This design comes from an exercise in tuning for small area, a short achievable clock period and few clock cycles per item on the open sky130 flow, not from production work.
Only simulation tests tie the RTL to the original design; equivalence was not proved.
No driver is modelled on the clock port, so clocking that relies on it looks cheaper here than on a real chip.
Power is estimated from default activity; no workload was simulated.

==> flow/design.v (excerpt) <==
module char_waiter_matching_queue_unit (
    input  logic                 i_clk,
    input  logic                 i_rst_n,
    input  logic                 i_req_valid,
    output logic                 o_req_ready,
    input  logic                 i_req_mode,
    input  logic [CHAR_W-1:0]    i_req_char_value,
    input  logic [ID_W-1:0]      i_req_waiter_id,
    output logic                 o_rsp_valid,
    input  logic                 i_rsp_ready,
    output logic                 o_rsp_delivered,
    output logic [ID_W-1:0]      o_rsp_dest_client,
    output logic [CHAR_W-1:0]    o_rsp_char_out,
    output logic [STATUS_W-1:0]  o_rsp_status,
    output logic [CHARS_W-1:0]   o_rsp_chars_held,
    output logic [WAITERS_W-1:0] o_rsp_waiters_held
);
clock: 8.0 ns
lec_check: 0
cap_margin: 20
core_margin: 2
core_utilization: 40
cts_cluster_diameter: 100
cts_cluster_size: 24
slew_margin: 20
standard.sh (not shown) runs the stock make flow with config.mk's settings and CLKGATE_MAP_FILE= SYNTH_SCRIPT=/design/flow/synth_recipe.tcl, a recipe that flattens the netlist after the stock synthesis.
==> flow/flow/run.sh <==
#!/bin/bash
set -euo pipefail
export CLOCK_PORT_NET=i_clk
export PRE_CTS_TCL="$PWD/flow/cts_root.tcl"
bash standard.sh SETUP_SLACK_MARGIN=5.5 finish > flow_make.log 2>&1
==> flow/flow/cts_root.tcl <==
rename clock_tree_synthesis my_tritoncts
proc clock_tree_synthesis { args } {
  my_tritoncts {*}$args
  set block [ord::get_db_block]
  set port_net [$block findNet $::env(CLOCK_PORT_NET)]
  set drivers {}
  foreach it [$port_net getITerms] { lappend drivers [$it getInst] }
  if { [llength $drivers] != 1 } {
    puts "cts_root: clock port drives [llength $drivers] cells, tree left as built"
    return
  }
  set root [lindex $drivers 0]
  set out_net ""
  foreach it [$root getITerms] {
    if { [$it isOutputSignal] } { set out_net [$it getNet] }
  }
  set loads {}
  foreach it [$out_net getITerms] {
    if { [$it isInputSignal] } { lappend loads $it }
  }
  if { [llength $loads] > 4 || [llength [$out_net getBTerms]] > 0 } {
    puts "cts_root: root buffer drives [llength $loads] pins, tree left as built"
    return
  }
  puts "cts_root: removing [$root getName], port now drives [llength $loads] buffers"
  foreach it $loads {
    $it disconnect
    $it connect $port_net
  }
  odb::dbInst_destroy $root
  odb::dbNet_destroy $out_net
}
Testbench counts at the start, summed over its fixed seeds: cycles 4,816, items 4,800.
Then changed:
==> flow/flow/run.sh (replaced) <==
#!/bin/bash
set -euo pipefail
export CLOCK_PORT_NET=i_clk
export PRE_CTS_TCL="$PWD/flow/cts_root.tcl"
bash standard.sh SETUP_SLACK_MARGIN=5.4 finish > flow_make.log 2>&1
Settings changed: PLACE_DENSITY from default to 0.75.
Result: Wire length falls by 5.3%; sequential power barely changes; setup slack is worse by 0.0072 ns; non-clock buffer count came out lower by 16; synthesized cell count is unchanged; design area went down by 1.7%; synthesized area is unchanged; flip-flop and latch count is unchanged; global-route usage goes down by 1.4 points; critical path depth increases by 2; cell count fell by about 0.4%.
Then changed:
Settings changed: PLACE_DENSITY 0.75 to 0.45.
=> The new run completed with no timing, DRC or antenna violations; critical path depth rose by 3; total power came out higher slightly; utilization is higher by 0.44 points; cell area went up slightly; wire length climbs by about a fifth; cell count went up slightly.
Then changed:
==> flow/flow/run.sh (replaced) <==
#!/bin/bash
# Standard layout, with timing repair aiming for a setup slack of 5.5 ns
# at the design's 8 ns clock. All make and tool output goes to flow_make.log;
# ORFS keeps each step's own log under orfs/logs/.
set -euo pipefail
bash standard.sh SETUP_SLACK_MARGIN=5.5 finish > flow_make.log 2>&1
Settings changed: PLACE_DENSITY 0.45 to default.
removed: flow/flow/cts_root.tcl
Worst hold slack gains 0.0099 ns.
Synthesized cell count stays the same.
Via count came out higher by 2.6%.
Fmax came out lower by about 8%.

---

north:
Another version of the RTL of char_waiter_matching_queue_unit (not shown whole).
Size in the first run: ~2,700 cells after synthesis, roughly 990 flip-flops, roughly 42,000 um^2 of cells after synthesis.
Design char_waiter_matching_queue_unit, start of the top module:
module char_waiter_matching_queue_unit (
    input  logic                 i_clk,
    input  logic                 i_rst_n,
    input  logic                 i_req_valid,
    output logic                 o_req_ready,
    input  logic                 i_req_mode,
    input  logic [CHAR_W-1:0]    i_req_char_value,
    input  logic [ID_W-1:0]      i_req_waiter_id,
    output logic                 o_rsp_valid,
    input  logic                 i_rsp_ready,
    output logic                 o_rsp_delivered,
    output logic [ID_W-1:0]      o_rsp_dest_client,
    output logic [CHAR_W-1:0]    o_rsp_char_out,
    output logic [STATUS_W-1:0]  o_rsp_status,
    output logic [CHARS_W-1:0]   o_rsp_chars_held,
    output logic [WAITERS_W-1:0] o_rsp_waiters_held
);
    localparam int NW = MAX_WAITERS_DEF;
    localparam int RW = ID_W + CHAR_W + STATUS_W + CHARS_W + WAITERS_W;
    logic              r_v1;
    logic              r_mode;
    logic [CHAR_W-1:0] r_cv;
    logic [ID_W-1:0]   r_id;
    logic              r_cnz, r_inz;
    logic [MAX_WAITERS_DEF-1:0] r_match_lo, r_match_hi;
    logic              r_ready;
    logic              r_hold;    
    logic          r_q0v, r_q1v;
    logic [RW-1:0] r_q0, r_q1;
    logic [ID_W-1:0] r_wmem [NW];
    logic [2:0]      r_whead, r_wtail;
    logic [3:0]      r_wcnt;
    logic [NW-1:0]   r_wvalid;
    logic w_go, w_ld;
    logic               w_put, w_take;
    logic               w_rempty, w_rfull;
    logic [CHARS_W-1:0] w_rcnt, w_rcnt_inc, w_rcnt_dec;
    logic [CHAR_W-1:0]  w_rhead;
  ...
==> flow/config.mk <==
export PLATFORM = sky130hd
export DESIGN_NAME = char_waiter_matching_queue_unit
export DESIGN_NICKNAME = char_waiter_matching_queue_unit
export VERILOG_FILES = /design/flow/design.v
export SDC_FILE = /design/flow/constraint.sdc
export NUM_CORES = 4
export LEC_CHECK = 0
export CAP_MARGIN = 20
export CORE_MARGIN = 2
export CORE_UTILIZATION = 40
export CTS_CLUSTER_DIAMETER = 80
export CTS_CLUSTER_SIZE = 20
export SLEW_MARGIN = 20
==> flow/constraint.sdc <==
create_clock -name core_clock -period 8.0 [get_ports {i_clk}]
set_input_delay 1.6000 -clock core_clock [delete_from_list [all_inputs] [get_ports {i_clk}]]
set_output_delay 1.6000 -clock core_clock [all_outputs]
set_load 0.01 [all_outputs]
==> flow/flow/run.sh <==
#!/bin/bash
set -euo pipefail
export CLOCK_PORT_NET=i_clk
export PRE_CTS_TCL="$PWD/flow/cts_root.tcl"
bash standard.sh SETUP_SLACK_MARGIN=5.4 finish > flow_make.log 2>&1
==> flow/flow/cts_root.tcl <==
rename clock_tree_synthesis my_tritoncts
proc clock_tree_synthesis { args } {
  my_tritoncts {*}$args
  set block [ord::get_db_block]
  set port_net [$block findNet $::env(CLOCK_PORT_NET)]
  set drivers {}
  foreach it [$port_net getITerms] { lappend drivers [$it getInst] }
  if { [llength $drivers] != 1 } {
    puts "cts_root: clock port drives [llength $drivers] cells, tree left as built"
    return
  }
  set root [lindex $drivers 0]
  set out_net ""
  foreach it [$root getITerms] {
    if { [$it isOutputSignal] } { set out_net [$it getNet] }
  }
  set loads {}
  foreach it [$out_net getITerms] {
    if { [$it isInputSignal] } { lappend loads $it }
  }
  if { [llength $loads] > 4 || [llength [$out_net getBTerms]] > 0 } {
    puts "cts_root: root buffer drives [llength $loads] pins, tree left as built"
    return
  }
  puts "cts_root: removing [$root getName], port now drives [llength $loads] buffers"
  foreach it $loads {
    $it disconnect
    $it connect $port_net
  }
  odb::dbInst_destroy $root
  odb::dbNet_destroy $out_net
}
north: done, clean on timing, DRC and antenna
Testbench counts of north, summed over its fixed seeds: cycles 4,816, items 4,800.
--- input diff north..south ---
Settings: TNS_END_PERCENT newly set to 40; CTS_CLUSTER_DIAMETER changed from 80 to 100; CTS_CLUSTER_SIZE changed from 20 to 24.
==> flow/flow/run.sh <==
#!/bin/bash
set -euo pipefail
export CLOCK_PORT_NET=i_clk
export PRE_CTS_TCL="$PWD/flow/cts_root.tcl"
bash standard.sh SETUP_SLACK_MARGIN=5.45 finish > flow_make.log 2>&1
Results
- No stage failed in south, and the final checks on the layout all came back clean.
- Status: smallest hold slack parity (north, south)
- Re critical path depth: no difference whatsoever between north and south.
- Worst path arrival time (higher): south
Here is what was changed in the inputs of east compared with south.
Settings: clearing TNS_END_PERCENT, which used to be 40.
==> flow/flow/run.sh <==
#!/bin/bash
set -euo pipefail
export CLOCK_PORT_NET=i_clk
export PRE_CTS_TCL="$PWD/flow/cts_root.tcl"
bash standard.sh SETUP_SLACK_MARGIN=5.55 finish > flow_make.log 2>&1
Notes after the runs:
- Post-detailed-placement cell area: south vs east — no meaningful difference
- Core occupancy in the finished layout for east: 1.6 points up relative to south
- Of east and south, the run reporting the higher part of the power in the clock network was south.
Inputs modified between east and west:
==> flow/flow/run.sh <==
#!/bin/bash
set -euo pipefail
export CLOCK_PORT_NET=i_clk
export PRE_CTS_TCL="$PWD/flow/cts_root.tcl"
bash standard.sh SETUP_SLACK_MARGIN=5.45 finish > flow_make.log 2>&1
Across both runs, total power was lower for west than for east.
Compared with east, in west final estimated routing congestion in global placement went up about 1.8%, cell area after layout went down by about 2.5%, post-synthesis register bit count level.
Of east and west, the run reporting the higher post-route non-filler standard cell count was east.

## what the ideal ports hide
No port has a modelled driver above. Below, the same layouts with a new extraction and two added sets of constraints.
Step 1 sets driving cells, clkbuf_16 on the clock port and buf_2 on the other inputs (assumed; they add their load-dependent delay and slew).
Step 2 moves the port delays by t, midway between the first and last clock arrival at a register: inputs arrive t later, outputs are due t later. That takes back most of the time a late clock gives input paths.
a / b / c = ideal ports / drivers / drivers and shift; a / b = the first two.
run	t (ns)	slack for setup (ns)	pins driven straight from the clock port
the first run of note 1	0.580	5.367 / 5.235 / 5.018	4
the second run of note 1	0.579	5.360 / 5.281 / 4.936	4
the third run of note 1	0.599	5.382 / 5.241 / 4.905	4
the fourth run of note 1	0.722	5.160 / 5.090 / 4.856	1
north	0.617	5.374 / 5.271 / 4.911	4
south	0.597	5.326 / 5.293 / 4.855	4
east	0.595	5.426 / 5.284 / 5.022	4
west	0.593	5.436 / 5.288 / 4.966	4
After both steps setup and hold are still met in every run listed. For the third run of note 1, which loses most, drivers alone change the setup slack by -0.141 ns; drivers and shift together by -0.477 ns.
